Background: an optimization exercise with open tools, aiming at small area, a short achievable clock period and few clock cycles per item. Do not read the settings as production practice. Where RTL was checked, it was by simulation tests only, not by an equivalence proof against the original. Power figures rest on the tool's default switching activity, not on a simulated workload.

==> flow/design.v <==
`default_nettype none
package systolic_pkg;
	localparam int ELEM_W = 8;  
	localparam int DIM = 4;  
	localparam int WORD_W = DIM * ELEM_W;
	localparam int IDX_W = 8;
	localparam int K_W = 4;
	localparam int ROW_W = $clog2(DIM);  
	typedef logic [ELEM_W-1:0] elem_t;
	typedef elem_t lane_vec_t [DIM];  
	typedef logic [WORD_W-1:0] word_t;
	typedef logic [IDX_W-1:0] idx_t;
	typedef enum logic [2:0] {
		SEQ_IDLE,
		SEQ_FEED,
		SEQ_DRAIN,
		SEQ_WRITE,
		SEQ_DONE
	} seq_state_t;
endpackage
`default_nettype wire
`default_nettype none
module mac_s1 (
	input wire [7:0] a_i,
	input wire [7:0] a3_i,  
	input wire [3:0] e1_i,  
	input wire [3:0] e2_i,  
	input wire [3:0] e3_i,  
	output wire [13:0] cs_o
);
	wire [8:0] a2 = {a_i, 1'b0};
	wire [7:0] m0;
	assign m0 = ({8{e1_i[0]}} & a_i[7:0])
		| ({8{e2_i[0]}} & a2[7:0])
		| ({8{e3_i[0]}} & a3_i[7:0]);
	wire [5:0] m1;
	assign m1 = ({6{e1_i[1]}} & a_i[5:0])
		| ({6{e2_i[1]}} & a2[5:0])
		| ({6{e3_i[1]}} & a3_i[5:0]);
	wire [3:0] m2;
	assign m2 = ({4{e1_i[2]}} & a_i[3:0])
		| ({4{e2_i[2]}} & a2[3:0])
		| ({4{e3_i[2]}} & a3_i[3:0]);
	wire [1:0] m3;
	assign m3 = ({2{e1_i[3]}} & a_i[1:0])
		| ({2{e2_i[3]}} & a2[1:0])
		| ({2{e3_i[3]}} & a3_i[1:0]);
	wire w1;
	wire w2;
	wire w3;
	wire w4;
	wire w5;
	wire w6;
	wire w7;
	wire w8;
	wire w9;
	wire w10;
	assign w1 = m0[6] ^ m1[4];
	assign w2 = m0[6] & m1[4];
	assign w3 = m0[7] ^ m1[5] ^ m2[3];
	assign w4 = m0[4] ^ m1[2];
	assign w5 = m0[4] & m1[2];
	assign w6 = m0[5] ^ m1[3] ^ m2[1];
	assign w7 = (m0[5] & m1[3]) | (m0[5] & m2[1]) | (m1[3] & m2[1]);
	assign w8 = m2[2] ^ m3[0] ^ w1;
	assign w9 = (m2[2] & m3[0]) | (m2[2] & w1) | (m3[0] & w1);
	assign w10 = m3[1] ^ w3 ^ w2;
	assign cs_o = {w9, w10, w7, w8, w5, w6, w4, m2[0], m1[1], m0[3], m1[0], m0[2], m0[1], m0[0]};
endmodule
module mac_s2 (
	input wire [13:0] cs_i,
	input wire [7:0] acc_i,
	output wire [7:0] y_o
);
	wire w1;
	wire w2;
	wire w3;
	wire w4;
	wire w5;
	wire w6;
	wire w7;
	wire w8;
	wire w9;
	wire w10;
	wire w11;
	assign w1 = cs_i[2] ^ cs_i[3];
	assign w2 = cs_i[2] & cs_i[3];
	assign w3 = cs_i[4] ^ cs_i[5] ^ acc_i[3];
	assign w4 = (cs_i[4] & cs_i[5]) | (cs_i[4] & acc_i[3]) | (cs_i[5] & acc_i[3]);
	assign w5 = cs_i[6] ^ cs_i[7] ^ acc_i[4];
	assign w6 = (cs_i[6] & cs_i[7]) | (cs_i[6] & acc_i[4]) | (cs_i[7] & acc_i[4]);
	assign w7 = cs_i[8] ^ cs_i[9] ^ acc_i[5];
	assign w8 = (cs_i[8] & cs_i[9]) | (cs_i[8] & acc_i[5]) | (cs_i[9] & acc_i[5]);
	assign w9 = cs_i[10] ^ cs_i[11] ^ acc_i[6];
	assign w10 = (cs_i[10] & cs_i[11]) | (cs_i[10] & acc_i[6]) | (cs_i[11] & acc_i[6]);
	assign w11 = cs_i[12] ^ cs_i[13] ^ acc_i[7];
	assign y_o = {w11, w9, w7, w5, w3, acc_i[2], cs_i[1], cs_i[0]} + {w10, w8, w6, w4, w2, w1, acc_i[1], acc_i[0]};
endmodule
`default_nettype wire
`timescale 1ns/1ns
`default_nettype none
module systolic_top #(
	parameter int MAX_K = 9
) (
	input wire clk,
	input wire rst,
	input logic start_i,
	input logic [systolic_pkg::K_W-1:0] k_i,
	input systolic_pkg::word_t a_rdata_i,  
	input systolic_pkg::word_t b_rdata_i,  
	output systolic_pkg::idx_t rd_index_o,
	output logic out_we_o,
	output systolic_pkg::idx_t out_index_o,
	output systolic_pkg::word_t out_wdata_o,
	output logic done_o
);
	localparam int K_W = systolic_pkg::K_W;
	localparam int CS_W = 14;
	logic run_q;              
	logic [K_W-1:0] t_q;      
	logic [1:0] r_q;          
	logic [3:0] roh_q;        
	logic [K_W-1:0] klast_q;  
	logic k1_q;               
	logic last_q;             
	logic [K_W-1:0] klast_in;
	logic k1_in;
	logic idle;
	logic active;
	logic last;
	logic last_d;
	logic [7:0] a_sel;
	logic [7:0] a_q;          
	logic [7:0] a3_q;         
	logic [3:0] e1_q [4];     
	logic [3:0] e2_q [4];     
	logic [3:0] e3_q [4];     
	logic first1_q;           
	logic last1_q;            
	logic [1:0] r1_q;
	logic fin1_q;             
	logic [CS_W-1:0] cs_q [4];
	logic first2_q;
	logic last2_q;
	logic [1:0] r2_q;
	logic fin2_q;
	logic [7:0] acc_q [4];
	logic we_q;
	logic [1:0] wrow_q;
	logic done_q;
	always_comb begin
		if (k_i > K_W'(MAX_K)) begin
			klast_in = K_W'(MAX_K - 1);
		end else if (k_i == '0) begin
			klast_in = '0;
		end else begin
			klast_in = k_i - K_W'(1);
		end
	end
	assign idle = ~run_q & ~fin1_q & ~fin2_q & ~done_q;
	assign active = run_q | (idle & start_i);
	assign k1_in = (k_i[K_W-1:1] == '0);
	assign last = run_q ? last_q : k1_in;
	always_comb begin
		if (last) begin
			last_d = run_q ? k1_q : k1_in;  
		end else if (run_q) begin
			last_d = (t_q + K_W'(1) == klast_q);
		end else begin
			last_d = (k_i == K_W'(2));
		end
	end
	always_ff @(posedge clk or posedge rst) begin
		if (rst) begin
			run_q <= 1'b0;
			last_q <= 1'b0;
			t_q <= '0;
			r_q <= '0;
			roh_q <= 4'b0001;
			last1_q <= 1'b0;
			fin1_q <= 1'b0;
			last2_q <= 1'b0;
			fin2_q <= 1'b0;
			we_q <= 1'b0;
			done_q <= 1'b0;
		end else begin
			if (active) begin
				run_q <= ~(last & (r_q == 2'd3));
				last_q <= last_d;
				if (last) begin
					t_q <= '0;
					r_q <= r_q + 2'd1;
					roh_q <= {roh_q[2:0], roh_q[3]};
				end else begin
					t_q <= t_q + K_W'(1);
				end
			end
			last1_q <= active & last;
			fin1_q <= active & last & (r_q == 2'd3);
			last2_q <= last1_q;
			fin2_q <= fin1_q;
			we_q <= last2_q;
			done_q <= fin2_q;
		end
	end
	always_ff @(posedge clk) begin
		if (idle) begin
			klast_q <= klast_in;
			k1_q <= k1_in;
		end
		first1_q <= (t_q == '0);
		first2_q <= first1_q;
		r1_q <= r_q;
		r2_q <= r1_q;
		wrow_q <= r2_q;
		a_q <= a_sel;
		a3_q <= a3_sel;
	end
	assign a_sel = ({8{roh_q[0]}} & a_rdata_i[31:24])
		| ({8{roh_q[1]}} & a_rdata_i[23:16])
		| ({8{roh_q[2]}} & a_rdata_i[15:8])
		| ({8{roh_q[3]}} & a_rdata_i[7:0]);
	logic [7:0] a3_sel;
	logic [7:0] a3_g;
	logic [7:0] a3_p;
	logic [7:0] a3_c;
	always_comb begin
		logic [7:0] g1, p1, g2, p2, g4;
		a3_g = 8'd0;
		a3_p = 8'd0;
		for (int i = 1; i < 8; i++) begin
			a3_g[i] = a_sel[i] & a_sel[i-1];
			a3_p[i] = a_sel[i] ^ a_sel[i-1];
		end
		g1 = a3_g;
		p1 = a3_p;
		for (int i = 1; i < 8; i++) begin
			g1[i] = a3_g[i] | (a3_p[i] & a3_g[i-1]);
			p1[i] = a3_p[i] & a3_p[i-1];
		end
		g2 = g1;
		p2 = p1;
		for (int i = 2; i < 8; i++) begin
			g2[i] = g1[i] | (p1[i] & g1[i-2]);
			p2[i] = p1[i] & p1[i-2];
		end
		g4 = g2;
		for (int i = 4; i < 8; i++) begin
			g4[i] = g2[i] | (p2[i] & g2[i-4]);
		end
		a3_c = {g4[6:0], 1'b0};  
		a3_sel = a3_p ^ a3_c;
		a3_sel[0] = a_sel[0];
	end
	for (genvar c = 0; c < 4; c++) begin : g_mac
		logic [CS_W-1:0] cs_d;
		logic [7:0] acc_in;
		logic [7:0] acc_d;
		logic [7:0] b_elem;
		assign b_elem = b_rdata_i[31-8*c -: 8];
		always_ff @(posedge clk) begin
			for (int i = 0; i < 4; i++) begin
				e1_q[c][i] <= (b_elem[2*i+1 -: 2] == 2'd1);
				e2_q[c][i] <= (b_elem[2*i+1 -: 2] == 2'd2);
				e3_q[c][i] <= (b_elem[2*i+1 -: 2] == 2'd3);
			end
		end
		mac_s1 s1_inst (
			.a_i(a_q),
			.a3_i(a3_q),
			.e1_i(e1_q[c]),
			.e2_i(e2_q[c]),
			.e3_i(e3_q[c]),
			.cs_o(cs_d)
		);
		assign acc_in = first2_q ? 8'd0 : acc_q[c];
		mac_s2 s2_inst (
			.cs_i(cs_q[c]),
			.acc_i(acc_in),
			.y_o(acc_d)
		);
		always_ff @(posedge clk) begin
			cs_q[c] <= cs_d;
			acc_q[c] <= acc_d;
		end
		assign out_wdata_o[8*c +: 8] = acc_q[c];
	end
	assign rd_index_o = {4'b0, t_q};
	assign out_we_o = we_q;
	assign out_index_o = {6'b0, wrow_q};
	assign done_o = done_q;
endmodule
`default_nettype wire
==> flow/config.mk <==
export PLATFORM = sky130hd
export DESIGN_NAME = systolic_top
export DESIGN_NICKNAME = systolic_top
export VERILOG_FILES = /design/flow/design.v
export SDC_FILE = /design/flow/constraint.sdc
export NUM_CORES = 4
export LEC_CHECK = 0
export CAP_MARGIN = 20
export CORE_MARGIN = 2
export CORE_UTILIZATION = 40
export CTS_BUF_LIST = sky130_fd_sc_hd__clkbuf_4 sky130_fd_sc_hd__clkbuf_8
export SETUP_SLACK_MARGIN = 2.5
export SLEW_MARGIN = 20
==> flow/constraint.sdc <==
create_clock -name core_clock -period 5.0 [get_ports {clk}]
set_input_delay 1.0000 -clock core_clock [delete_from_list [all_inputs] [get_ports {clk}]]
set_output_delay 1.0000 -clock core_clock [all_outputs]
set_load 0.01 [all_outputs]
standard.sh (not shown) runs the stock make flow with config.mk's settings and CLKGATE_MAP_FILE= SYNTH_SCRIPT=/design/flow/synth_recipe.tcl, a recipe that flattens the netlist after the stock synthesis.
==> flow/flow/run.sh <==
#!/bin/bash
# The standard layout, with buf_1 cells as the port buffers.
export BUFFER_PORTS_ARGS="-buffer_cell sky130_fd_sc_hd__buf_1"
bash standard.sh > standard.log 2>&1
Change:
--- a/flow/design.v
+++ b/flow/design.v
@@ -21,32 +21,30 @@
 `default_nettype wire
 `default_nettype none
 module mac_s1 (
 	input wire [7:0] a_i,
 	input wire [7:0] a3_i,  
-	input wire [3:0] e1_i,  
-	input wire [3:0] e2_i,  
-	input wire [3:0] e3_i,  
+	input wire [7:0] b_i,
 	output wire [13:0] cs_o
 );
 	wire [8:0] a2 = {a_i, 1'b0};
 	wire [7:0] m0;
-	assign m0 = ({8{e1_i[0]}} & a_i[7:0])
-		| ({8{e2_i[0]}} & a2[7:0])
-		| ({8{e3_i[0]}} & a3_i[7:0]);
+	assign m0 = ({8{b_i[0] & ~b_i[1]}} & a_i[7:0])
+		| ({8{~b_i[0] & b_i[1]}} & a2[7:0])
+		| ({8{b_i[0] & b_i[1]}} & a3_i[7:0]);
 	wire [5:0] m1;
-	assign m1 = ({6{e1_i[1]}} & a_i[5:0])
-		| ({6{e2_i[1]}} & a2[5:0])
-		| ({6{e3_i[1]}} & a3_i[5:0]);
+	assign m1 = ({6{b_i[2] & ~b_i[3]}} & a_i[5:0])
+		| ({6{~b_i[2] & b_i[3]}} & a2[5:0])
+		| ({6{b_i[2] & b_i[3]}} & a3_i[5:0]);
 	wire [3:0] m2;
-	assign m2 = ({4{e1_i[2]}} & a_i[3:0])
-		| ({4{e2_i[2]}} & a2[3:0])
-		| ({4{e3_i[2]}} & a3_i[3:0]);
+	assign m2 = ({4{b_i[4] & ~b_i[5]}} & a_i[3:0])
+		| ({4{~b_i[4] & b_i[5]}} & a2[3:0])
+		| ({4{b_i[4] & b_i[5]}} & a3_i[3:0]);
 	wire [1:0] m3;
-	assign m3 = ({2{e1_i[3]}} & a_i[1:0])
-		| ({2{e2_i[3]}} & a2[1:0])
-		| ({2{e3_i[3]}} & a3_i[1:0]);
+	assign m3 = ({2{b_i[6] & ~b_i[7]}} & a_i[1:0])
+		| ({2{~b_i[6] & b_i[7]}} & a2[1:0])
+		| ({2{b_i[6] & b_i[7]}} & a3_i[1:0]);
 	wire w1;
 	wire w2;
 	wire w3;
 	wire w4;
 	wire w5;
@@ -130,13 +128,11 @@
 	logic last;
 	logic last_d;
 	logic [7:0] a_sel;
 	logic [7:0] a_q;          
 	logic [7:0] a3_q;         
-	logic [3:0] e1_q [4];     
-	logic [3:0] e2_q [4];     
-	logic [3:0] e3_q [4];     
+	logic [31:0] b_q;         
 	logic first1_q;           
 	logic last1_q;            
 	logic [1:0] r1_q;
 	logic fin1_q;             
 	logic [CS_W-1:0] cs_q [4];
@@ -211,10 +207,11 @@
 		first1_q <= (t_q == '0);
 		first2_q <= first1_q;
 		r1_q <= r_q;
 		r2_q <= r1_q;
 		wrow_q <= r2_q;
+		b_q <= b_rdata_i;
 		a_q <= a_sel;
 		a3_q <= a3_sel;
 	end
 	assign a_sel = ({8{roh_q[0]}} & a_rdata_i[31:24])
 		| ({8{roh_q[1]}} & a_rdata_i[23:16])
@@ -254,25 +251,14 @@
 	end
 	for (genvar c = 0; c < 4; c++) begin : g_mac
 		logic [CS_W-1:0] cs_d;
 		logic [7:0] acc_in;
 		logic [7:0] acc_d;
-		logic [7:0] b_elem;
-		assign b_elem = b_rdata_i[31-8*c -: 8];
-		always_ff @(posedge clk) begin
-			for (int i = 0; i < 4; i++) begin
-				e1_q[c][i] <= (b_elem[2*i+1 -: 2] == 2'd1);
-				e2_q[c][i] <= (b_elem[2*i+1 -: 2] == 2'd2);
-				e3_q[c][i] <= (b_elem[2*i+1 -: 2] == 2'd3);
-			end
-		end
 		mac_s1 s1_inst (
 			.a_i(a_q),
 			.a3_i(a3_q),
-			.e1_i(e1_q[c]),
-			.e2_i(e2_q[c]),
-			.e3_i(e3_q[c]),
+			.b_i(b_q[31-8*c -: 8]),
 			.cs_o(cs_d)
 		);
 		assign acc_in = first2_q ? 8'd0 : acc_q[c];
 		mac_s2 s2_inst (
 			.cs_i(cs_q[c]),
Effect: Area after synthesis goes up by 0.75%; sequential share of layout area goes down by 3.3 points; power goes down by 8.7%; cell count goes down by 3.3%; clock-buffer cell count goes up by 1; die area goes up by 0.74%; synthesized cell count goes down by 4.4%; non-clock buffer count goes up by 2; cell area goes down by 0.36%; via count goes down by 6.6%; critical path depth goes down by 1.
Testbench counts after the change, summed over its fixed seeds: cycles 27,344, items 1,200.
Only the layout flow was run in the first run of this note; the RTL was not checked for function there.

-- what the ideal ports hide --
Ports are ideal in the flow. The routed layouts listed here were re-timed in OpenROAD. Step 1 (the two cells are an assumption about what drives the block):
set clk [get_ports {clk}]
set_driving_cell -lib_cell sky130_fd_sc_hd__clkbuf_16 $clk
set_driving_cell -lib_cell sky130_fd_sc_hd__buf_2 [delete_from_list [all_inputs] $clk]
Step 2 also shifts input and output timing later by t, the mid clock arrival at the registers, as if the neighbouring blocks saw the same clock. Slacks: no drivers / after step 1 / after step 2; pairs: no drivers / after step 1.
| run | t, ns | slack for setup (ns) | hold slack, ns | slew at the worst register clock pin (ns) |
|---|---|---|---|---|
| the first run | 0.495 | 2.745 / 2.763 / 2.268 | 0.332 / 0.332 / 0.332 | 0.09 / 0.09 |
| the second run | 0.494 | 2.645 / 2.645 / 2.278 | 0.330 / 0.330 / 0.330 | 0.09 / 0.09 |
After both steps every run listed still meets setup and hold. The setup slack of the first run, which loses most, moves by +0.018 ns with the drivers and by -0.477 ns with both steps.
